This is an optimization exercise on Yosys and OpenROAD, whose aim is a short achievable clock period and few clock cycles, not a production implementation.
Only simulation tests tie the RTL to the original design; equivalence was not proved.

[flow/design.v]
package alu_pkg;
    localparam int word_w = 16;
    typedef logic [word_w-1:0] word_t;
    typedef enum logic [3:0] {
        alu_add  = 4'h0,
        alu_sub  = 4'h1,
        alu_mul  = 4'h2,
        alu_div  = 4'h3,
        alu_shl  = 4'h4,
        alu_shr  = 4'h5,
        alu_rol  = 4'h6,
        alu_ror  = 4'h7,
        alu_and  = 4'h8,
        alu_or   = 4'h9,
        alu_xor  = 4'ha,
        alu_nor  = 4'hb,
        alu_nand = 4'hc,
        alu_xnor = 4'hd,
        alu_gt   = 4'he,
        alu_eq   = 4'hf
    } alu_op_t;
endpackage
package isa_pkg;
    localparam int opcode_w = 4;
    localparam int addr_field_w = 12;
    localparam int imm_w = 8;
    typedef enum logic [opcode_w-1:0] {
        op_lda  = 4'h1,
        op_sta  = 4'h2,
        op_add  = 4'h3,
        op_sub  = 4'h4,
        op_jmp  = 4'h5,
        op_jz   = 4'h6,
        op_alui = 4'h7,
        op_out  = 4'h8,
        op_hlt  = 4'h9
    } opcode_t;
    typedef struct packed {
        opcode_t                 opcode;
        logic [addr_field_w-1:0] addr;
    } mem_form_t;
    typedef struct packed {
        opcode_t            opcode;
        logic [3:0]         alu_op;
        logic [imm_w-1:0]   imm;
    } op_form_t;
    typedef union packed {
        mem_form_t mem_form;
        op_form_t  op_form;
    } instr_t;
endpackage
`timescale 1ns/1ps
module alu #(
    parameter bit with_mul = 1'b1
) (
    input  logic        is_lda,
    input  logic        is_alui,
    input  logic        is_sub,
    input  logic [3:0]  aop,
    input  logic [7:0]  imm,
    input  logic [15:0] a,
    input  logic [15:0] m,
    output logic [15:0] result
);
    logic [15:0] b;
    logic        do_sub;
    logic [15:0] sum;
    logic [15:0] prod;
    logic [15:0] lres;
    assign b      = is_alui ? {8'd0, imm} : m;
    assign do_sub = is_alui ? (aop == 4'h1) : is_sub;
    assign sum    = a + (b ^ {16{do_sub}}) + {15'd0, do_sub};
    assign prod   = with_mul ? (a * {8'd0, imm}) : 16'd0;
    always_comb begin
        case (aop)
            4'h2:    lres = prod;
            4'h4:    lres = {a[14:0], 1'b0};
            4'h5:    lres = {1'b0, a[15:1]};
            4'h6:    lres = {a[14:0], a[15]};
            4'h7:    lres = {a[0], a[15:1]};
            4'h8:    lres = a & {8'd0, imm};
            4'h9:    lres = a | {8'd0, imm};
            4'ha:    lres = a ^ {8'd0, imm};
            4'hb:    lres = ~(a | {8'd0, imm});
            4'hc:    lres = ~(a & {8'd0, imm});
            4'hd:    lres = ~(a ^ {8'd0, imm});
            4'he:    lres = {15'd0, (a > {8'd0, imm})};
            4'hf:    lres = {15'd0, (a == {8'd0, imm})};
            default: lres = 16'd0;
        endcase
    end
    always_comb begin
        if (is_lda)
            result = m;
        else if (!is_alui || aop == 4'h0 || aop == 4'h1)
            result = sum;
        else
            result = lres;
    end
endmodule
module div_rom (
    input  logic [7:0]  d,
    output logic [16:0] m,
    output logic [3:0]  t
);
    logic [20:0] part [4];
    always_comb begin
        case (d[5:0])
            6'd1: part[0] = {4'd0, 17'd65536};
            6'd2: part[0] = {4'd0, 17'd32768};
            6'd3: part[0] = {4'd1, 17'd43691};
            6'd4: part[0] = {4'd0, 17'd16384};
            6'd5: part[0] = {4'd2, 17'd52429};
            6'd6: part[0] = {4'd2, 17'd43691};
            6'd7: part[0] = {4'd3, 17'd74899};
            6'd8: part[0] = {4'd0, 17'd8192};
            6'd9: part[0] = {4'd3, 17'd58255};
            6'd10: part[0] = {4'd3, 17'd52429};
            6'd11: part[0] = {4'd3, 17'd47663};
            6'd12: part[0] = {4'd3, 17'd43691};
            6'd13: part[0] = {4'd2, 17'd20165};
            6'd14: part[0] = {4'd4, 17'd74899};
            6'd15: part[0] = {4'd3, 17'd34953};
            6'd16: part[0] = {4'd0, 17'd4096};
            6'd17: part[0] = {4'd4, 17'd61681};
            6'd18: part[0] = {4'd4, 17'd58255};
            6'd19: part[0] = {4'd4, 17'd55189};
            6'd20: part[0] = {4'd4, 17'd52429};
            6'd21: part[0] = {4'd5, 17'd99865};
            6'd22: part[0] = {4'd4, 17'd47663};
            6'd23: part[0] = {4'd5, 17'd91181};
            6'd24: part[0] = {4'd4, 17'd43691};
            6'd25: part[0] = {4'd5, 17'd83887};
            6'd26: part[0] = {4'd3, 17'd20165};
            6'd27: part[0] = {4'd5, 17'd77673};
            6'd28: part[0] = {4'd5, 17'd74899};
            6'd29: part[0] = {4'd3, 17'd18079};
            6'd30: part[0] = {4'd4, 17'd34953};
            6'd31: part[0] = {4'd5, 17'd67651};
            6'd32: part[0] = {4'd0, 17'd2048};
            6'd33: part[0] = {4'd5, 17'd63551};
            6'd34: part[0] = {4'd5, 17'd61681};
            6'd35: part[0] = {4'd5, 17'd59919};
            6'd36: part[0] = {4'd5, 17'd58255};
            6'd37: part[0] = {4'd2, 17'd7085};
            6'd38: part[0] = {4'd5, 17'd55189};
            6'd39: part[0] = {4'd6, 17'd107547};
            6'd40: part[0] = {4'd5, 17'd52429};
            6'd41: part[0] = {4'd6, 17'd102301};
            6'd42: part[0] = {4'd6, 17'd99865};
            6'd43: part[0] = {4'd5, 17'd48771};
            6'd44: part[0] = {4'd5, 17'd47663};
            6'd45: part[0] = {4'd3, 17'd11651};
            6'd46: part[0] = {4'd6, 17'd91181};
            6'd47: part[0] = {4'd6, 17'd89241};
            6'd48: part[0] = {4'd5, 17'd43691};
            6'd49: part[0] = {4'd6, 17'd85599};
            6'd50: part[0] = {4'd6, 17'd83887};
            6'd51: part[0] = {4'd5, 17'd41121};
            6'd52: part[0] = {4'd4, 17'd20165};
            6'd53: part[0] = {4'd5, 17'd39569};
            6'd54: part[0] = {4'd6, 17'd77673};
            6'd55: part[0] = {4'd6, 17'd76261};
            6'd56: part[0] = {4'd6, 17'd74899};
            6'd57: part[0] = {4'd6, 17'd73585};
            6'd58: part[0] = {4'd4, 17'd18079};
            6'd59: part[0] = {4'd5, 17'd35545};
            6'd60: part[0] = {4'd5, 17'd34953};
            6'd61: part[0] = {4'd3, 17'd8595};
            6'd62: part[0] = {4'd6, 17'd67651};
            6'd63: part[0] = {4'd6, 17'd66577};
            default: part[0] = 21'd0;
        endcase
    end
    always_comb begin
        case (d[5:0])
            6'd0: part[1] = {4'd0, 17'd1024};
            6'd1: part[1] = {4'd2, 17'd4033};
            6'd2: part[1] = {4'd6, 17'd63551};
            6'd3: part[1] = {4'd5, 17'd31301};
            6'd4: part[1] = {4'd6, 17'd61681};
            6'd5: part[1] = {4'd7, 17'd121575};
            6'd6: part[1] = {4'd6, 17'd59919};
            6'd7: part[1] = {4'd6, 17'd59075};
            6'd8: part[1] = {4'd6, 17'd58255};
            6'd9: part[1] = {4'd6, 17'd57457};
            6'd10: part[1] = {4'd3, 17'd7085};
            6'd11: part[1] = {4'd7, 17'd111849};
            6'd12: part[1] = {4'd6, 17'd55189};
            6'd13: part[1] = {4'd3, 17'd6809};
            6'd14: part[1] = {4'd7, 17'd107547};
            6'd15: part[1] = {4'd6, 17'd53093};
            6'd16: part[1] = {4'd6, 17'd52429};
            6'd17: part[1] = {4'd5, 17'd25891};
            6'd18: part[1] = {4'd7, 17'd102301};
            6'd19: part[1] = {4'd5, 17'd25267};
            6'd20: part[1] = {4'd7, 17'd99865};
            6'd21: part[1] = {4'd6, 17'd49345};
            6'd22: part[1] = {4'd6, 17'd48771};
            6'd23: part[1] = {4'd6, 17'd48211};
            6'd24: part[1] = {4'd6, 17'd47663};
            6'd25: part[1] = {4'd7, 17'd94255};
            6'd26: part[1] = {4'd4, 17'd11651};
            6'd27: part[1] = {4'd7, 17'd92183};
            6'd28: part[1] = {4'd7, 17'd91181};
            6'd29: part[1] = {4'd7, 17'd90201};
            6'd30: part[1] = {4'd7, 17'd89241};
            6'd31: part[1] = {4'd6, 17'd44151};
            6'd32: part[1] = {4'd6, 17'd43691};
            6'd33: part[1] = {4'd7, 17'd86481};
            6'd34: part[1] = {4'd7, 17'd85599};
            6'd35: part[1] = {4'd6, 17'd42367};
            6'd36: part[1] = {4'd7, 17'd83887};
            6'd37: part[1] = {4'd3, 17'd5191};
            6'd38: part[1] = {4'd6, 17'd41121};
            6'd39: part[1] = {4'd5, 17'd20361};
            6'd40: part[1] = {4'd5, 17'd20165};
            6'd41: part[1] = {4'd5, 17'd19973};
            6'd42: part[1] = {4'd6, 17'd39569};
            6'd43: part[1] = {4'd7, 17'd78399};
            6'd44: part[1] = {4'd7, 17'd77673};
            6'd45: part[1] = {4'd2, 17'd2405};
            6'd46: part[1] = {4'd7, 17'd76261};
            6'd47: part[1] = {4'd6, 17'd37787};
            6'd48: part[1] = {4'd7, 17'd74899};
            6'd49: part[1] = {4'd5, 17'd18559};
            6'd50: part[1] = {4'd7, 17'd73585};
            6'd51: part[1] = {4'd7, 17'd72945};
            6'd52: part[1] = {4'd5, 17'd18079};
            6'd53: part[1] = {4'd6, 17'd35849};
            6'd54: part[1] = {4'd6, 17'd35545};
            6'd55: part[1] = {4'd7, 17'd70493};
            6'd56: part[1] = {4'd6, 17'd34953};
            6'd57: part[1] = {4'd3, 17'd4333};
            6'd58: part[1] = {4'd4, 17'd8595};
            6'd59: part[1] = {4'd7, 17'd68201};
            6'd60: part[1] = {4'd7, 17'd67651};
            6'd61: part[1] = {4'd7, 17'd67109};
            6'd62: part[1] = {4'd7, 17'd66577};
            6'd63: part[1] = {4'd7, 17'd66053};
            default: part[1] = 21'd0;
        endcase
    end
    always_comb begin
        case (d[5:0])
            6'd0: part[2] = {4'd0, 17'd512};
            6'd1: part[2] = {4'd5, 17'd16257};
            6'd2: part[2] = {4'd3, 17'd4033};
            6'd3: part[2] = {4'd5, 17'd16009};
            6'd4: part[2] = {4'd7, 17'd63551};
            6'd5: part[2] = {4'd7, 17'd63073};
            6'd6: part[2] = {4'd6, 17'd31301};
            6'd7: part[2] = {4'd6, 17'd31069};
            6'd8: part[2] = {4'd7, 17'd61681};
            6'd9: part[2] = {4'd7, 17'd61231};
            6'd10: part[2] = {4'd8, 17'd121575};
            6'd11: part[2] = {4'd6, 17'd30175};
            6'd12: part[2] = {4'd7, 17'd59919};
            6'd13: part[2] = {4'd6, 17'd29747};
            6'd14: part[2] = {4'd7, 17'd59075};
            6'd15: part[2] = {4'd6, 17'd29331};
            6'd16: part[2] = {4'd7, 17'd58255};
            6'd17: part[2] = {4'd7, 17'd57853};
            6'd18: part[2] = {4'd7, 17'd57457};
            6'd19: part[2] = {4'd6, 17'd28533};
            6'd20: part[2] = {4'd4, 17'd7085};
            6'd21: part[2] = {4'd5, 17'd14075};
            6'd22: part[2] = {4'd8, 17'd111849};
            6'd23: part[2] = {4'd6, 17'd27777};
            6'd24: part[2] = {4'd7, 17'd55189};
            6'd25: part[2] = {4'd5, 17'd13707};
            6'd26: part[2] = {4'd4, 17'd6809};
            6'd27: part[2] = {4'd8, 17'd108241};
            6'd28: part[2] = {4'd8, 17'd107547};
            6'd29: part[2] = {4'd7, 17'd53431};
            6'd30: part[2] = {4'd7, 17'd53093};
            6'd31: part[2] = {4'd7, 17'd52759};
            6'd32: part[2] = {4'd7, 17'd52429};
            6'd33: part[2] = {4'd8, 17'd104207};
            6'd34: part[2] = {4'd6, 17'd25891};
            6'd35: part[2] = {4'd4, 17'd6433};
            6'd36: part[2] = {4'd8, 17'd102301};
            6'd37: part[2] = {4'd8, 17'd101681};
            6'd38: part[2] = {4'd6, 17'd25267};
            6'd39: part[2] = {4'd8, 17'd100463};
            6'd40: part[2] = {4'd8, 17'd99865};
            6'd41: part[2] = {4'd7, 17'd49637};
            6'd42: part[2] = {4'd7, 17'd49345};
            6'd43: part[2] = {4'd8, 17'd98113};
            6'd44: part[2] = {4'd7, 17'd48771};
            6'd45: part[2] = {4'd8, 17'd96979};
            6'd46: part[2] = {4'd7, 17'd48211};
            6'd47: part[2] = {4'd7, 17'd47935};
            6'd48: part[2] = {4'd7, 17'd47663};
            6'd49: part[2] = {4'd8, 17'd94787};
            6'd50: part[2] = {4'd8, 17'd94255};
            6'd51: part[2] = {4'd3, 17'd2929};
            6'd52: part[2] = {4'd5, 17'd11651};
            6'd53: part[2] = {4'd6, 17'd23173};
            6'd54: part[2] = {4'd8, 17'd92183};
            6'd55: part[2] = {4'd3, 17'd2865};
            6'd56: part[2] = {4'd8, 17'd91181};
            6'd57: part[2] = {4'd2, 17'd1417};
            6'd58: part[2] = {4'd8, 17'd90201};
            6'd59: part[2] = {4'd7, 17'd44859};
            6'd60: part[2] = {4'd8, 17'd89241};
            6'd61: part[2] = {4'd8, 17'd88769};
            6'd62: part[2] = {4'd7, 17'd44151};
            6'd63: part[2] = {4'd3, 17'd2745};
            default: part[2] = 21'd0;
        endcase
    end
    always_comb begin
        case (d[5:0])
            6'd0: part[3] = {4'd7, 17'd43691};
            6'd1: part[3] = {4'd8, 17'd86929};
            6'd2: part[3] = {4'd8, 17'd86481};
            6'd3: part[3] = {4'd7, 17'd43019};
            6'd4: part[3] = {4'd8, 17'd85599};
            6'd5: part[3] = {4'd6, 17'd21291};
            6'd6: part[3] = {4'd7, 17'd42367};
            6'd7: part[3] = {4'd6, 17'd21077};
            6'd8: part[3] = {4'd8, 17'd83887};
            6'd9: part[3] = {4'd7, 17'd41735};
            6'd10: part[3] = {4'd4, 17'd5191};
            6'd11: part[3] = {4'd8, 17'd82647};
            6'd12: part[3] = {4'd7, 17'd41121};
            6'd13: part[3] = {4'd8, 17'd81841};
            6'd14: part[3] = {4'd6, 17'd20361};
            6'd15: part[3] = {4'd7, 17'd40525};
            6'd16: part[3] = {4'd6, 17'd20165};
            6'd17: part[3] = {4'd7, 17'd40137};
            6'd18: part[3] = {4'd6, 17'd19973};
            6'd19: part[3] = {4'd7, 17'd39757};
            6'd20: part[3] = {4'd7, 17'd39569};
            6'd21: part[3] = {4'd8, 17'd78767};
            6'd22: part[3] = {4'd8, 17'd78399};
            6'd23: part[3] = {4'd7, 17'd39017};
            6'd24: part[3] = {4'd8, 17'd77673};
            6'd25: part[3] = {4'd8, 17'd77315};
            6'd26: part[3] = {4'd3, 17'd2405};
            6'd27: part[3] = {4'd8, 17'd76609};
            6'd28: part[3] = {4'd8, 17'd76261};
            6'd29: part[3] = {4'd6, 17'd18979};
            6'd30: part[3] = {4'd7, 17'd37787};
            6'd31: part[3] = {4'd8, 17'd75235};
            6'd32: part[3] = {4'd8, 17'd74899};
            6'd33: part[3] = {4'd7, 17'd37283};
            6'd34: part[3] = {4'd6, 17'd18559};
            6'd35: part[3] = {4'd8, 17'd73909};
            6'd36: part[3] = {4'd8, 17'd73585};
            6'd37: part[3] = {4'd4, 17'd4579};
            6'd38: part[3] = {4'd8, 17'd72945};
            6'd39: part[3] = {4'd8, 17'd72629};
            6'd40: part[3] = {4'd6, 17'd18079};
            6'd41: part[3] = {4'd7, 17'd36003};
            6'd42: part[3] = {4'd7, 17'd35849};
            6'd43: part[3] = {4'd8, 17'd71393};
            6'd44: part[3] = {4'd7, 17'd35545};
            6'd45: part[3] = {4'd7, 17'd35395};
            6'd46: part[3] = {4'd8, 17'd70493};
            6'd47: part[3] = {4'd7, 17'd35099};
            6'd48: part[3] = {4'd7, 17'd34953};
            6'd49: part[3] = {4'd4, 17'd4351};
            6'd50: part[3] = {4'd4, 17'd4333};
            6'd51: part[3] = {4'd8, 17'd69043};
            6'd52: part[3] = {4'd5, 17'd8595};
            6'd53: part[3] = {4'd8, 17'd68479};
            6'd54: part[3] = {4'd8, 17'd68201};
            6'd55: part[3] = {4'd6, 17'd16981};
            6'd56: part[3] = {4'd8, 17'd67651};
            6'd57: part[3] = {4'd8, 17'd67379};
            6'd58: part[3] = {4'd8, 17'd67109};
            6'd59: part[3] = {4'd7, 17'd33421};
            6'd60: part[3] = {4'd8, 17'd66577};
            6'd61: part[3] = {4'd7, 17'd33157};
            6'd62: part[3] = {4'd8, 17'd66053};
            6'd63: part[3] = {4'd7, 17'd32897};
            default: part[3] = 21'd0;
        endcase
    end
    assign {t, m} = part[d[7:6]];
endmodule
`timescale 1ns/1ps
module main_memory (
    input  logic        clk,
    input  logic        we,
    input  logic [7:0]  waddr,
    input  logic [15:0] wdata,
    input  logic [7:0]  faddr,
    output logic [79:0] fword,
    input  logic [7:0]  raddr0,
    output logic [15:0] rdata0,
    input  logic [7:0]  raddr1,
    output logic [15:0] rdata1,
    output logic [79:0] low_word
);
    logic [15:0] bank0 [0:31];
    logic [15:0] bank1 [0:31];
    logic [15:0] bank2 [0:31];
    logic [15:0] bank3 [0:31];
    logic [15:0] bank4 [0:31];
    logic [15:0] bank5 [0:31];
    logic [15:0] bank6 [0:31];
    logic [15:0] bank7 [0:31];
    always_ff @(posedge clk) begin
        if (we && waddr[2:0] == 3'd0) bank0[waddr[7:3]] <= wdata;
        if (we && waddr[2:0] == 3'd1) bank1[waddr[7:3]] <= wdata;
        if (we && waddr[2:0] == 3'd2) bank2[waddr[7:3]] <= wdata;
        if (we && waddr[2:0] == 3'd3) bank3[waddr[7:3]] <= wdata;
        if (we && waddr[2:0] == 3'd4) bank4[waddr[7:3]] <= wdata;
        if (we && waddr[2:0] == 3'd5) bank5[waddr[7:3]] <= wdata;
        if (we && waddr[2:0] == 3'd6) bank6[waddr[7:3]] <= wdata;
        if (we && waddr[2:0] == 3'd7) bank7[waddr[7:3]] <= wdata;
    end
    logic [4:0]  frow [8];
    logic [15:0] fb   [8];
    always_comb begin
        for (int b = 0; b < 8; b++) begin
            frow[b] = faddr[7:3] + ((b < faddr[2:0]) ? 5'd1 : 5'd0);
        end
    end
    assign fb[0] = bank0[frow[0]];
    assign fb[1] = bank1[frow[1]];
    assign fb[2] = bank2[frow[2]];
    assign fb[3] = bank3[frow[3]];
    assign fb[4] = bank4[frow[4]];
    assign fb[5] = bank5[frow[5]];
    assign fb[6] = bank6[frow[6]];
    assign fb[7] = bank7[frow[7]];
    always_comb begin
        for (int k = 0; k < 5; k++) begin
            fword[16*k +: 16] = fb[(faddr[2:0] + k) % 8];
        end
    end
    function automatic logic [15:0] rd(input logic [7:0] a,
                                       input logic [15:0] w0, input logic [15:0] w1,
                                       input logic [15:0] w2, input logic [15:0] w3,
                                       input logic [15:0] w4, input logic [15:0] w5,
                                       input logic [15:0] w6, input logic [15:0] w7);
        case (a[2:0])
            3'd0:    rd = w0;
            3'd1:    rd = w1;
            3'd2:    rd = w2;
            3'd3:    rd = w3;
            3'd4:    rd = w4;
            3'd5:    rd = w5;
            3'd6:    rd = w6;
            default: rd = w7;
        endcase
    endfunction
    assign rdata0 = rd(raddr0, bank0[raddr0[7:3]], bank1[raddr0[7:3]], bank2[raddr0[7:3]],
                       bank3[raddr0[7:3]], bank4[raddr0[7:3]], bank5[raddr0[7:3]],
                       bank6[raddr0[7:3]], bank7[raddr0[7:3]]);
    assign rdata1 = rd(raddr1, bank0[raddr1[7:3]], bank1[raddr1[7:3]], bank2[raddr1[7:3]],
                       bank3[raddr1[7:3]], bank4[raddr1[7:3]], bank5[raddr1[7:3]],
                       bank6[raddr1[7:3]], bank7[raddr1[7:3]]);
    assign low_word = {bank4[0], bank3[0], bank2[0], bank1[0], bank0[0]};
endmodule
`timescale 1ns/1ps
import alu_pkg::*;
import isa_pkg::*;
module computer #(
    parameter int addr_w = 8
) (
    input  logic              clk,
    input  logic              rst_n,
    input  logic              start,
    input  logic              prog_we,
    input  logic [addr_w-1:0] prog_addr,
    input  alu_pkg::word_t    prog_data,
    output logic              halted,
    output logic              out_valid,
    output alu_pkg::word_t    out_data,
    output alu_pkg::word_t    acc,
    output alu_pkg::word_t    pc
);
    localparam int W = 5;
    logic        sb_v;
    logic [7:0]  sb_a;
    logic [15:0] sb_d;
    logic        run_q;
    logic        irv_q;       
    logic        halted_q;
    logic        ov_q;
    logic [15:0] od_q;
    logic [15:0] acc_q;
    logic [15:0] acco_q;
    logic [15:0] pc_q;
    logic [15:0] pco_q;
    logic [15:0] ir_q [W];
    logic [15:0] w0_q;        
    logic [15:0] w1_q;        
    logic        dph_q;
    assign halted    = halted_q;
    assign out_valid = ov_q;
    assign out_data  = od_q;
    assign acc       = acco_q;
    assign pc        = pco_q;
    function automatic logic is_acc_op(input logic [15:0] w);
        is_acc_op = (w[15:12] == op_lda) || (w[15:12] == op_add)
                 || (w[15:12] == op_sub) || (w[15:12] == op_alui);
    endfunction
    logic [W-1:0] s_acc, s_mem, s_sta, s_jmp, s_jz, s_out, s_hlt, s_mul, s_div;
    logic [W-1:0] same_q [W];
    logic [W-1:0] smc_q  [W];
    logic acc_zero;
    assign acc_zero = (acc_q == 16'd0);
    logic [2:0]  n;           
    logic [1:0]  nacc;        
    logic        g_sta;
    logic [1:0]  g_sta_n;     
    logic [7:0]  g_sta_a;
    logic        g_sta_post;  
    logic        g_out;
    logic [1:0]  g_out_n;
    logic        g_out_post;
    logic        g_br;
    logic [11:0] g_tgt;
    logic        g_hlt;
    logic        g_hlt_post;
    logic        g_div;
    logic        g_jz;        
    logic [1:0]  g_jz_n;      
    logic [11:0] g_jz_tgt;
    logic [W-1:0] fit;        
    logic [W-1:0] stop;       
    logic [W-1:0] inc;        
    logic [1:0]   nb [W];     
    always_comb begin
        for (int k = 0; k < W; k++) begin
            nb[k] = 2'd0;
            for (int i = 0; i < k; i++) begin
                if (s_acc[i] && nb[k] != 2'd2) nb[k] = nb[k] + 2'd1;
            end
        end
        for (int k = 0; k < W; k++) begin
            fit[k] = 1'b1;
            if (k > 0) begin
                if (s_acc[k] && nb[k] == 2'd2) fit[k] = 1'b0;
                if (s_mul[k] && nb[k] != 2'd0) fit[k] = 1'b0;
                if (s_div[k]) fit[k] = 1'b0;
            end
            for (int i = 0; i < k; i++) begin
                if (s_jz[i] && nb[i] != 2'd0 && (s_acc[k] || s_hlt[k])) fit[k] = 1'b0;
                if (s_sta[i] && s_mem[k] && same_q[i][k]) fit[k] = 1'b0;
                if (s_sta[i] && s_sta[k]) fit[k] = 1'b0;
                if (s_out[i] && (s_out[k] || s_hlt[k])) fit[k] = 1'b0;
                if (s_jz[i] && s_jz[k]) fit[k] = 1'b0;
                if (s_sta[i] && smc_q[i][k]) fit[k] = 1'b0;
            end
            stop[k] = s_jmp[k] || (s_jz[k] && nb[k] == 2'd0 && acc_zero) || s_hlt[k] || s_div[k];
        end
        for (int k = 0; k < W; k++) begin
            inc[k] = fit[k];
            for (int i = 0; i < k; i++) begin
                if (!fit[i] || stop[i]) inc[k] = 1'b0;
            end
        end
    end
    always_comb begin
        n          = 3'd0;
        nacc       = 2'd0;
        g_sta      = 1'b0;
        g_sta_n    = 2'd0;
        g_sta_a    = 8'd0;
        g_sta_post = 1'b0;
        g_out      = 1'b0;
        g_out_n    = 2'd0;
        g_out_post = 1'b0;
        g_br       = 1'b0;
        g_tgt      = 12'd0;
        g_hlt      = 1'b0;
        g_hlt_post = 1'b0;
        g_div      = s_div[0];
        g_jz       = 1'b0;
        g_jz_n     = 2'd0;
        g_jz_tgt   = 12'd0;
        for (int k = 0; k < W; k++) begin
            if (inc[k]) begin
                n = k + 1;
                if (s_acc[k]) nacc = nb[k] + 2'd1;
                if (s_sta[k]) begin
                    g_sta      = 1'b1;
                    g_sta_n    = nb[k];
                    g_sta_a    = ir_q[k][7:0];
                end
                if (s_out[k]) begin
                    g_out      = 1'b1;
                    g_out_n    = nb[k];
                end
                if (s_jz[k] && nb[k] != 2'd0) begin
                    g_jz     = 1'b1;
                    g_jz_n   = nb[k];
                    g_jz_tgt = ir_q[k][11:0];
                end
                if (s_jmp[k] || (s_jz[k] && nb[k] == 2'd0 && acc_zero)) begin
                    g_br  = 1'b1;
                    g_tgt = ir_q[k][11:0];
                end
                if (s_hlt[k]) g_hlt = 1'b1;
            end
        end
        for (int k = 0; k < W; k++) begin
            for (int i = 0; i < k; i++) begin
                if (inc[k] && s_jz[i] && nb[i] != 2'd0) begin
                    if (s_sta[k]) g_sta_post = 1'b1;
                    if (s_out[k]) g_out_post = 1'b1;
                    if (s_hlt[k]) g_hlt_post = 1'b1;
                end
            end
        end
    end
    logic [15:0] npc;
    logic [79:0] fword;
    logic [79:0] low_word;
    logic [15:0] mdata0, mdata1;
    logic [15:0] rdata0, rdata1;
    logic        exec;
    logic        div_ready;
    assign exec = run_q && irv_q && !(g_div && !div_ready);
    main_memory main_memory_inst (
        .clk      (clk),
        .we       (sb_v),
        .waddr    (sb_a),
        .wdata    (sb_d),
        .faddr    (npc[7:0]),
        .fword    (fword),
        .raddr0   (w0_q[7:0]),
        .rdata0   (mdata0),
        .raddr1   (w1_q[7:0]),
        .rdata1   (mdata1),
        .low_word (low_word)
    );
    assign rdata0 = (sb_v && sb_a == w0_q[7:0]) ? sb_d : mdata0;
    assign rdata1 = (sb_v && sb_a == w1_q[7:0]) ? sb_d : mdata1;
    logic [15:0] r0, r1;
    alu #(.with_mul(1'b1)) alu0 (
        .is_lda  (w0_q[15:12] == op_lda),
        .is_alui (w0_q[15:12] == op_alui),
        .is_sub  (w0_q[15:12] == op_sub),
        .aop     (w0_q[11:8]),
        .imm     (w0_q[7:0]),
        .a       (acc_q),
        .m       (rdata0),
        .result  (r0)
    );
    alu #(.with_mul(1'b0)) alu1 (
        .is_lda  (w1_q[15:12] == op_lda),
        .is_alui (w1_q[15:12] == op_alui),
        .is_sub  (w1_q[15:12] == op_sub),
        .aop     (w1_q[11:8]),
        .imm     (w1_q[7:0]),
        .a       (r0),
        .m       (rdata1),
        .result  (r1)
    );
    logic [7:0]  rom_in;
    logic [16:0] rom_m;
    logic [3:0]  rom_t;
    logic [16:0] m_q;
    logic [3:0]  t_q;
    logic        dz_q;
    logic        dvld_q;
    logic        dvld_next;
    logic [32:0] dprod;
    logic [16:0] dhigh;
    logic [15:0] div_res;
    assign div_ready = dvld_q || dph_q;
    always_comb begin
        rom_in    = ir_q[0][7:0];
        dvld_next = 1'b0;
        if (!(g_div && !div_ready)) begin
            for (int k = 1; k < W; k++) begin
                if (n == k) begin
                    rom_in    = ir_q[k][7:0];
                    dvld_next = s_div[k] && !g_br && !g_hlt && !g_jz
                                && !(g_sta && g_sta_a == pc_q[7:0] + k);
                end
            end
        end
    end
    div_rom div_rom_inst (
        .d (rom_in),
        .m (rom_m),
        .t (rom_t)
    );
    assign dprod   = acc_q * m_q;
    assign dhigh   = dprod[32:16] >> t_q;
    assign div_res = dz_q ? 16'hffff : dhigh[15:0];
    function automatic logic [15:0] pick(input logic [1:0] i, input logic [15:0] v0,
                                         input logic [15:0] v1, input logic [15:0] v2);
        if (i == 2'd0)
            pick = v0;
        else if (i == 2'd1)
            pick = v1;
        else
            pick = v2;
    endfunction
    logic jz_take;
    assign jz_take = exec && g_jz && ((g_jz_n == 2'd1) ? (r0 == 16'd0) : (r1 == 16'd0));
    logic [15:0] acc_new;
    always_comb begin
        if (g_div)
            acc_new = div_res;
        else
            acc_new = pick(nacc, acc_q, r0, r1);
    end
    logic [15:0] sta_data;
    logic [15:0] out_new;
    logic        sta_do;
    logic        out_do;
    logic        hlt_do;
    assign sta_data = pick(g_sta_n, acc_q, r0, r1);
    assign out_new  = pick(g_out_n, acc_q, r0, r1);
    assign sta_do   = exec && g_sta && !(g_sta_post && jz_take);
    assign out_do   = exec && g_out && !(g_out_post && jz_take);
    assign hlt_do   = exec && g_hlt;
    assign npc = (exec && g_br) ? {4'd0, g_tgt} : (pc_q + {13'd0, exec ? n : 3'd0});
    logic fetch_stale;
    always_comb begin
        fetch_stale = 1'b0;
        for (int k = 0; k < W; k++) begin
            if (g_sta && g_sta_a == npc[7:0] + k) fetch_stale = 1'b1;
        end
    end
    logic [15:0] nir [W];
    logic [15:0] sir [W];
    logic [15:0] xir [W];
    always_comb begin
        for (int k = 0; k < W; k++) begin
            if (sb_v && sb_a == npc[7:0] + k)
                nir[k] = sb_d;
            else
                nir[k] = fword[16*k +: 16];
            if (sb_v && sb_a == k)
                sir[k] = sb_d;
            else
                sir[k] = low_word[16*k +: 16];
            xir[k] = start ? sir[k] : nir[k];
        end
    end
    logic [15:0]  w0_next, w1_next;
    logic [7:0]   xfa;
    logic [W-1:0] x_acc, x_mem, x_sta, x_jmp, x_jz, x_out, x_hlt, x_mul, x_div;
    logic [W-1:0] x_same [W];
    logic [W-1:0] x_smc  [W];
    always_comb begin
        w0_next = xir[W-1];
        w1_next = xir[W-1];
        for (int k = W - 1; k >= 0; k--) begin
            if (is_acc_op(xir[k])) begin
                w1_next = w0_next;
                w0_next = xir[k];
            end
        end
        xfa = start ? 8'd0 : npc[7:0];
        for (int k = 0; k < W; k++) begin
            x_mem[k] = (xir[k][15:12] == op_lda) || (xir[k][15:12] == op_add)
                    || (xir[k][15:12] == op_sub);
            x_acc[k] = x_mem[k] || (xir[k][15:12] == op_alui);
            x_sta[k] = (xir[k][15:12] == op_sta);
            x_jmp[k] = (xir[k][15:12] == op_jmp);
            x_jz[k]  = (xir[k][15:12] == op_jz);
            x_out[k] = (xir[k][15:12] == op_out);
            x_hlt[k] = (xir[k][15:12] == op_hlt);
            x_mul[k] = (xir[k][15:12] == op_alui) && (xir[k][11:8] == 4'h2);
            x_div[k] = (xir[k][15:12] == op_alui) && (xir[k][11:8] == 4'h3);
        end
        for (int i = 0; i < W; i++) begin
            for (int k = 0; k < W; k++) begin
                x_same[i][k] = (i < k) && (xir[i][7:0] == xir[k][7:0]);
                x_smc[i][k]  = (i < k) && (xir[i][7:0] == xfa + k);
            end
        end
    end
    always_ff @(posedge clk or negedge rst_n) begin
        if (!rst_n) begin
            sb_v <= 1'b0;
        end else begin
            sb_v <= prog_we || (sta_do && !start);
        end
    end
    always_ff @(posedge clk) begin
        sb_a <= prog_we ? prog_addr : g_sta_a;
        sb_d <= prog_we ? prog_data : sta_data;
    end
    always_ff @(posedge clk) begin
        for (int k = 0; k < W; k++) ir_q[k] <= xir[k];
        w0_q  <= w0_next;
        w1_q  <= w1_next;
        s_acc <= x_acc;
        s_mem <= x_mem;
        s_sta <= x_sta;
        s_jmp <= x_jmp;
        s_jz  <= x_jz;
        s_out <= x_out;
        s_hlt <= x_hlt;
        s_mul <= x_mul;
        s_div <= x_div;
        for (int k = 0; k < W; k++) begin
            same_q[k] <= x_same[k];
            smc_q[k]  <= x_smc[k];
        end
    end
    always_ff @(posedge clk or negedge rst_n) begin
        if (!rst_n) begin
            run_q    <= 1'b0;
            irv_q    <= 1'b0;
            halted_q <= 1'b0;
            ov_q     <= 1'b0;
            acc_q    <= 16'd0;
            pc_q     <= 16'd0;
            dph_q    <= 1'b0;
            dvld_q   <= 1'b0;
        end else if (start) begin
            run_q    <= 1'b1;
            irv_q    <= 1'b1;
            halted_q <= 1'b0;
            ov_q     <= 1'b0;
            acc_q    <= 16'd0;
            pc_q     <= 16'd0;
            dph_q    <= 1'b0;
            dvld_q   <= 1'b0;
        end else if (run_q) begin
            ov_q   <= out_do;
            acc_q  <= exec ? acc_new : acc_q;
            pc_q   <= jz_take ? {4'd0, g_jz_tgt} : npc;
            irv_q  <= !(jz_take || (exec && fetch_stale));
            dph_q  <= irv_q && g_div && !div_ready;
            dvld_q <= exec && dvld_next && !fetch_stale;
            if (hlt_do) begin
                run_q    <= 1'b0;
                halted_q <= 1'b1;
            end
        end else begin
            ov_q <= 1'b0;
        end
    end
    always_ff @(posedge clk or negedge rst_n) begin
        if (!rst_n) begin
            acco_q <= 16'd0;
            pco_q  <= 16'd0;
        end else if (!start && hlt_do) begin
            acco_q <= acc_new;
            pco_q  <= npc;
        end
    end
    always_ff @(posedge clk) begin
        if (out_do) od_q <= out_new;
        m_q  <= rom_m;
        t_q  <= rom_t;
        dz_q <= (rom_in == 8'd0);
    end
endmodule
[flow/flow/run.sh]
#!/bin/bash
set -o pipefail
export SETUP_SLACK_MARGIN=31
export TNS_END_PERCENT=5
export REMOVE_ABC_BUFFERS=1
export SKIP_LAST_GASP=1
bash standard.sh > standard_sh.log 2>&1
[flow/standard.sh]
#!/bin/bash
# synth_recipe.tcl (not shown) runs the flow's synth.tcl, then flattens the netlist and writes it again
# the make line also repeats each setting of config.mk as NAME=value (left out here)
make -C /OpenROAD-flow-scripts/flow DESIGN_CONFIG=/design/flow/config.mk WORK_HOME=/design/flow/orfs CLKGATE_MAP_FILE= SYNTH_SCRIPT=/design/flow/synth_recipe.tcl "${@:-finish}"
[flow/config.mk]
export PLATFORM = sky130hd
export DESIGN_NAME = computer
export DESIGN_NICKNAME = computer
export VERILOG_FILES = /design/flow/design.v
export SDC_FILE = /design/flow/constraint.sdc
export NUM_CORES = 4
export LEC_CHECK = 0
export CAP_MARGIN = 20
export CORE_MARGIN = 2
export CORE_UTILIZATION = 35
export PLACE_DENSITY = 0.5
export SLEW_MARGIN = 20
[flow/constraint.sdc]
create_clock -name core_clock -period 40.0 [get_ports {clk}]
set_input_delay 8.0000 -clock core_clock [delete_from_list [all_inputs] [get_ports {clk}]]
set_output_delay 8.0000 -clock core_clock [all_outputs]
set_load 0.01 [all_outputs]
==> notes.md, run 1 <==
first-pass GRT wire length=1850 mm; DP HPWL=928 mm; Cell variety after synth=138; Post-Synth Simple-Gate Area=6.11%; pre-CTS setup slack=25.29 ns; antenna viol nets, final=0; number of flops mapped to enable cells by yosys=4112; synth cell count leaders=edfxtp_1, mux4_2, nand2_1, clkbuf_1, nor2_1; crit path kind=in2reg; Placed Instance Area=291000 um^2; Compound-Gate Fraction of Synth Area=7.75%; largest family of logic cells by synthesized area=multiplexers; crit path launch type=primary input; measured slew at the worst slew-check pin=1.42 ns; Avg Vias per Cell=6.91; Post-Syn Area per Cell=15.0 um^2; clk_skew=0.109 ns; largest cells by area after synthesis=edfxtp_1, mux4_2, fa_1, mux2i_1, nand2_1; Netlist Area Pre-Place=272000 um^2; Worst setup EP type=flip-flop; First DRT Iteration DRCs=33300; fraction of registers with async set/reset=1.62%; Slew Limit Fails=0; Most used DFF post-synth=edfxtp_1; CTS clock-pin slew for the worst setup and hold paths=0.06 ns; clk sinks=4384; maximum buffer depth of the clock tree=4; full die area=786000 um^2; post-synth top area share=45.3%; die height=886 um; Synthesis Warnings=17; GRT Overall Usage=34.9%; Final period util=25.1%; clock latency on the worst-skew pair=1.17 ns; arrival time at the worst endpoint=11.06 ns; Root Driver=clkbuf_16; # nets final=19300; Final TNS setup=0 ns; GRT overflow=0; Crit Path Max Fanout=8; gpl congestion=1.06; starting density of the core=35.1%; CP required=41.01 ns; Routed WL per cell=47.8 um; initial antenna violation count=146; max frequency=0.0995 GHz; unrepaired setup endpoints after global routing=true; H-tree levels=6; CTS tree=yes; TritonRoute pass-1 iters=9; number of port buffers=77; most frequent cell after synthesis=edfxtp_1; Hold Fails Final Rpt=0; setup ws final=29.95 ns; Post-Layout Inst Area=320000 um^2; max-cap violations=0; largest net degree at the start of global routing=162; Fillers=70500; TritonCTS Buffers=534; Rows=324; Seq/Total Area, Yosys=47.4%; Yosys reg bits=4384; vias in the first global route=194000; min Tclk post-route=10.05 ns; run status=complete, no violations; post-synthesis xor/xnor area fraction=1.25%; I/O pin cnt=78; share of layout cells above drive strength 1=37.0%; DRC Markers=0; Slew HR=5.10%; Area growth syn-to-layout=17.4%; Post-Synth Adder-Cell Area=3.21%; Routed WL=1410 mm; CTS hold repair buffers=0; via count=204000; Post-Syn Instances=18100; Core Region=777000 um^2; die width=886 um; post-synthesis mux area share=31.0%; Setup violations, final=0; largest area contributor in the synthesized netlist=edfxtp_1; HP Class=reg2reg
-- worst paths after layout --
path                            startpoint        end  slack (ns)  cells past startpoint
worst min register to register   pco_q[13]  pco_q[13]        0.47                      2
min in group asynchronous            rst_n    pc_q[7]        6.66                      1
worst max register to register    s_acc[0]    w0_q[4]       30.08                     37
worst max-delay path                 start   w1_q[12]       29.95                     13
worst min-delay path             pco_q[13]  pco_q[13]        0.47                      2
max in group asynchronous            rst_n   pco_q[0]       32.00                      2
-- state kept, by name, indices dropped and copies added, names as in the netlist, 8 cells and up --
| register | flops |
|---|---|
| ir_q | 60 |
| main_memory_inst.bank6 | 512 |
| same_q | 10 |
| main_memory_inst.bank3 | 512 |
| main_memory_inst.bank4 | 512 |
| main_memory_inst.bank0 | 512 |
| pco_q | 16 |
| pc_q | 16 |
| main_memory_inst.bank1 | 512 |
| sb_a | 8 |
| m_q | 17 |
| od_q | 16 |
| main_memory_inst.bank7 | 512 |
| acco_q | 16 |
| w1_q | 16 |
| sb_d | 16 |
| smc_q | 10 |
| main_memory_inst.bank2 | 512 |
| main_memory_inst.bank5 | 512 |
| acc_q | 16 |
| w0_q | 16 |
-- stage by stage --
| stage | hold slack [ns] | utilization [%] | instances |
|---|---|---|---|
| after floorplan | 0.481 | - | 16500 |
| after global placement | 0.462 | 37.4 | 28000 |
| after detailed placement | 0.470 | 37.4 | 28000 |
| after CTS | 0.478 | 40.7 | 29300 |
| after global routing | 0.498 | 41.1 | 29500 |
| final | 0.473 | 41.2 | 29600 |
-- cell usage in the layout (no fill, tap or decap), drive strengths merged, types with 151 or more instances in the layout --
cell    instances
edfxtp       4112
mux4         3471
buf          1571
nand2        1295
nor2          925
a21oi         716
clkbuf        661
o21ai         568
mux2i         494
inv           489
nor3          302
nand3         299
fa            270
xnor2         268
ha            268
clkinv        235
a211oi        225
o22ai         203
dfxtp         201
and2          158
and3          151
-- cell families (layout without fill, tap and decap cells) --
| kind of cell | Yosys count | count (layout) |
|---|---|---|
| buf+inv | 2061 | 3124 |
| other cells | 0 | 107 |
| simple gates | 3585 | 3587 |
| fa+ha+maj | 538 | 538 |
| flops | 4384 | 4384 |
| compound gates | 3082 | 3084 |
| mux | 4095 | 4100 |
| xor+xnor | 376 | 376 |
-- repair_timing --
action	4_1_cts	5_1_grt
gates resized for setup	875	266
pin swaps	94	94
setup buffers	266	163
endpoints found under the setup margin	308	300
cloned	69	18
-- layer usage --
metal / part of all wire (%) / track usage [%] / vias to the layer above
li1: - / - / 76700
met1: 37 / 45.2 / 109000
met2: 42 / 49.9 / 15600
met3: 13 / 12.4 / 3405
met4: 7.9 / 21.7 / 40
met5: 0.047 / 0.103 / -
-- critical path, stage by stage --
cell and delay (ns):
buf_8 0.08, buf_16 0.18, buf_12 0.14, buf_16 0.16, o21ai_2 0.07, buf_6 0.16
a22oi_2 0.48, nand2_2 0.23, nor3b_4 0.34, mux2_8 0.47, nand2b_2 0.28, a211o_1 0.31
o21ai_0 0.09
-- final cells by class --
| class | instances | area, um^2 | area share, % |
|---|---|---|---|
| antenna | 107 | 268 | 0.0837 |
| clock buffer | 642 | 14100 | 4.39 |
| clock inverter | 304 | 2990 | 0.935 |
| inverter | 471 | 1900 | 0.594 |
| multi-input combinational | 11700 | 140000 | 43.8 |
| sequential | 4384 | 129000 | 40.5 |
| tap | 10300 | 12800 | 4.02 |
| timing repair buffer | 1703 | 18300 | 5.72 |
| timing repair inverter | 4 | 32.5 | 0.0102 |
Testbench counts, summed over its fixed seeds: cycles 15,275.
==> inputs of run 2 (changes only) <==
--- a/flow/design.v
+++ b/flow/design.v
@@ -613,4 +613,15 @@
     end
     logic [15:0] npc;
+    logic [7:0]  pcp [W];
+    logic [7:0]  npk [W];
+    logic [7:0]  xfk [W];
+    logic [7:0]  xfa;
+    always_comb begin
+        for (int k = 0; k < W; k++) begin
+            pcp[k] = pc_q[7:0] + k;
+            npk[k] = npc[7:0] + k;
+            xfk[k] = xfa + k;
+        end
+    end
     logic [79:0] fword;
     logic [79:0] low_word;
@@ -676,5 +687,5 @@
                     rom_in    = ir_q[k][7:0];
                     dvld_next = s_div[k] && !g_br && !g_hlt && !g_jz
-                                && !(g_sta && g_sta_a == pc_q[7:0] + k);
+                                && !(g_sta && g_sta_a == pcp[k]);
                 end
             end
@@ -722,5 +733,5 @@
         fetch_stale = 1'b0;
         for (int k = 0; k < W; k++) begin
-            if (g_sta && g_sta_a == npc[7:0] + k) fetch_stale = 1'b1;
+            if (g_sta && g_sta_a == npk[k]) fetch_stale = 1'b1;
         end
     end
@@ -730,5 +741,5 @@
     always_comb begin
         for (int k = 0; k < W; k++) begin
-            if (sb_v && sb_a == npc[7:0] + k)
+            if (sb_v && sb_a == npk[k])
                 nir[k] = sb_d;
             else
@@ -742,8 +753,8 @@
     end
     logic [15:0]  w0_next, w1_next;
-    logic [7:0]   xfa;
     logic [W-1:0] x_acc, x_mem, x_sta, x_jmp, x_jz, x_out, x_hlt, x_mul, x_div;
     logic [W-1:0] x_same [W];
     logic [W-1:0] x_smc  [W];
+    assign xfa = start ? 8'd0 : npc[7:0];
     always_comb begin
         w0_next = xir[W-1];
@@ -755,5 +766,4 @@
             end
         end
-        xfa = start ? 8'd0 : npc[7:0];
         for (int k = 0; k < W; k++) begin
             x_mem[k] = (xir[k][15:12] == op_lda) || (xir[k][15:12] == op_add)
@@ -771,5 +781,5 @@
             for (int k = 0; k < W; k++) begin
                 x_same[i][k] = (i < k) && (xir[i][7:0] == xir[k][7:0]);
-                x_smc[i][k]  = (i < k) && (xir[i][7:0] == xfa + k);
+                x_smc[i][k]  = (i < k) && (xir[i][7:0] == xfk[k]);
             end
         end
==> notes.md, run 2 <==
run status=complete, no violations; register area=129000 um^2; die width=883 um; I/O pin cnt=78; Slew HR=9.11%; Crit Path Max Fanout=18; RR Startpoint=s_acc[0]; Most used DFF post-synth=edfxtp_1; Fillers=69400; Netlist Area Pre-Place=270000 um^2; min Tclk post-route=9.85 ns; First DRT Iteration DRCs=34100; M3 GR Usage=13.1%; vias in the first global route=189000; measured slew at the worst slew-check pin=1.36 ns; Core Region=769000 um^2; GRT overflow=0; full die area=779000 um^2; share of layout cells above drive strength 1=36.5%; first-pass GRT wire length=1770 mm; die height=883 um; unrepaired setup endpoints after global routing=true; TritonCTS Buffers=529; CTS hold repair buffers=0; GRT Max-Usage Layer=met2; number of port buffers=77; gpl congestion=1.03; HP Class=reg2reg; Rows=322; most frequent cell after synthesis=edfxtp_1; synth cell count leaders=edfxtp_1, mux4_2, nand2_1, clkbuf_1, nor2_1; pre-CTS setup slack=26.02 ns; arrival time at the worst endpoint=10.89 ns; most frequent CP cell=buf_4; crit path kind=reg2reg; antenna viol nets, final=0; crit path launch type=flip-flop; maximum buffer depth of the clock tree=4; TritonRoute pass-1 iters=10; Yosys reg bits=4384; number of flops mapped to enable cells by yosys=4112; largest cells by area after synthesis=edfxtp_1, mux4_2, nand2_1, fa_1, mux2i_1; reg-to-reg slack, setup=30.15 ns; Post-Syn Instances=17800; CTS tree=yes; Avg Vias per Cell=6.86; DP HPWL=851 mm; reg2reg path depth=33; Root Driver=clkbuf_16; Routed WL per cell=46.4 um; largest area contributor in the synthesized netlist=edfxtp_1; max-cap violations=0; Worst Setup EP=smc_q[0][1]; multi-input logic area=137000 um^2; commonest non-fill, non-tap cell in the layout=edfxtp_1; post-route insts no fill=29000; setup ws final=30.15 ns; max frequency=0.102 GHz; Worst setup startpoint=s_acc[0]; Synthesis Warnings=20; Slew Limit Fails=0; reg-to-reg critical path endpoint=smc_q[0][1]; Cell variety after synth=116; CP top delay family=simple AND/OR/NAND/NOR gates; Hold Fails Final Rpt=0; largest stage delay on the critical path=0.63 ns; clk sinks=4384; largest net degree at the start of global routing=166; Worst path depth=33; post-synth top area share=45.7%; Routed WL=1340 mm; # nets final=18900; Area growth syn-to-layout=16.9%; CP required=41.05 ns; DRC Markers=0; Buf+Inv Stages, Crit Path=7; GRT Overall Usage=33.7%; most frequent cells in the layout=edfxtp_1, mux4_2, nand2_1; clock latency on the worst-skew pair=1.20 ns; met1 layer usage reported by global route=43.3%; final hold slack=0.474 ns; Post-Syn Area per Cell=15.2 um^2; Seq/Total Area, Yosys=47.9%; starting density of the core=35.1%; initial antenna violation count=122; CTS clock-pin slew for the worst setup and hold paths=0.07 ns; Worst setup EP type=flip-flop; M2 GR Usage=48.0%; clk_skew=0.0960 ns; dpl cells=27500; Setup violations, final=0; via count=199000; Final TNS setup=0 ns; Slowest cell on crit path=a222oi_1; fraction of registers with async set/reset=1.62%; Final period util=24.6%; H-tree levels=6
-- run 2: layer usage --
| metal | vias up | part of all wire [%] |
|---|---|---|
| li1 | 74600 | - |
| met5 | - | 0.12 |
| met2 | 15100 | 42 |
| met3 | 3167 | 14 |
| met4 | 62 | 7.5 |
| met1 | 106000 | 36 |
-- run 2: how the worst min path moves through the flow --
stage,from,endpoint,slack [ns],cells after the start
2_1_floorplan,dvld_q,dvld_q,0.47,2
3_3_place_gp,pco_q[7],pco_q[7],0.46,2
6_report,pco_q[10],pco_q[10],0.47,2
4_1_cts,pco_q[5],pco_q[5],0.48,2
3_5_place_dp,pco_q[5],pco_q[5],0.47,2
5_1_grt,pco_q[7],pco_q[7],0.50,2
-- run 2: per-stage QoR --
stage	area (um^2)	util (%)
final	316000	41.1
after global routing	316000	41.0
after CTS	313000	40.8
after detailed placement	287000	37.3
after global placement	287000	37.3
after floorplan	264000	-
-- run 2: layout make-up --
type,count,area share [%]
antenna,77,0.0610
clock buffer,653,4.48
clock inverter,294,0.917
inverter,481,0.616
multi-input combinational,11400,43.5
sequential,4384,41.0
tap,10200,4.04
timing repair buffer,1479,5.45
timing repair inverter,8,0.0218
-- run 2: worst reg2reg max path: cells and delay by family, from the launching register on --
family                     cells  cell delay (ns)
buffers and inverters          7             2.20
xor gates and xnor gates       3             0.79
AOI/OAI and AO/OA              9             2.40
DFF                            1             0.43
muxes                          1             0.32
and+or+nand+nor                9             2.41
adders and majority gates      4             1.19
-- run 2: cell families (layout without fill, tap and decap cells) --
family | count (synthesis) | count (layout) | synth area share, %
xor+xnor | 377 | 377 | 1.23
other cells | 0 | 77 | 0
simple gates | 3945 | 3946 | 6.44
buf+inv | 2014 | 2915 | 3.11
fa+ha+maj | 539 | 539 | 3.25
mux | 4147 | 4149 | 32.1
flops | 4384 | 4384 | 47.9
compound gates | 2395 | 2397 | 6.02
-- run 2: what timing repair did --
item                       CTS  global route
gates resized for setup    938           245
setup endpoints to repair  323           293
hold endpoints to repair     0             0
gates cloned               101            16
pin swaps                   83            61
setup buffers              251           107
Testbench counts of run 2, summed over its fixed seeds: cycles 15,275.

[re-timing with driven ports]
No port has a modelled driver above. Below, the same layouts with a new extraction and two added sets of constraints. Step 1 assumes that a clkbuf_16 drives the clock port and a buf_2 every other input. Step 2 also shifts input and output timing later by t, the mid clock arrival at the registers, as if the neighbouring blocks saw the same clock. Three values: ideal ports, drivers, drivers and shift; two values: the first two.
| run | t, ns | setup slack, ns | hold WS [ns] | clock arrival spread, ns | worst data-port slew with drivers (ns) |
|---|---|---|---|---|---|
| run 1 | 1.267 | 29.949 / 30.037 / 28.770 | 0.473 / 0.473 / 0.473 | 0.119 / 0.118 | 0.16 |
| run 2 | 1.296 | 30.154 / 30.022 / 28.726 | 0.474 / 0.474 / 0.474 | 0.097 / 0.097 | 0.40 |
After both steps every run listed still meets setup and hold. The setup slack of run 2, which loses most, moves by -0.132 ns with the drivers and by -1.428 ns with both steps.
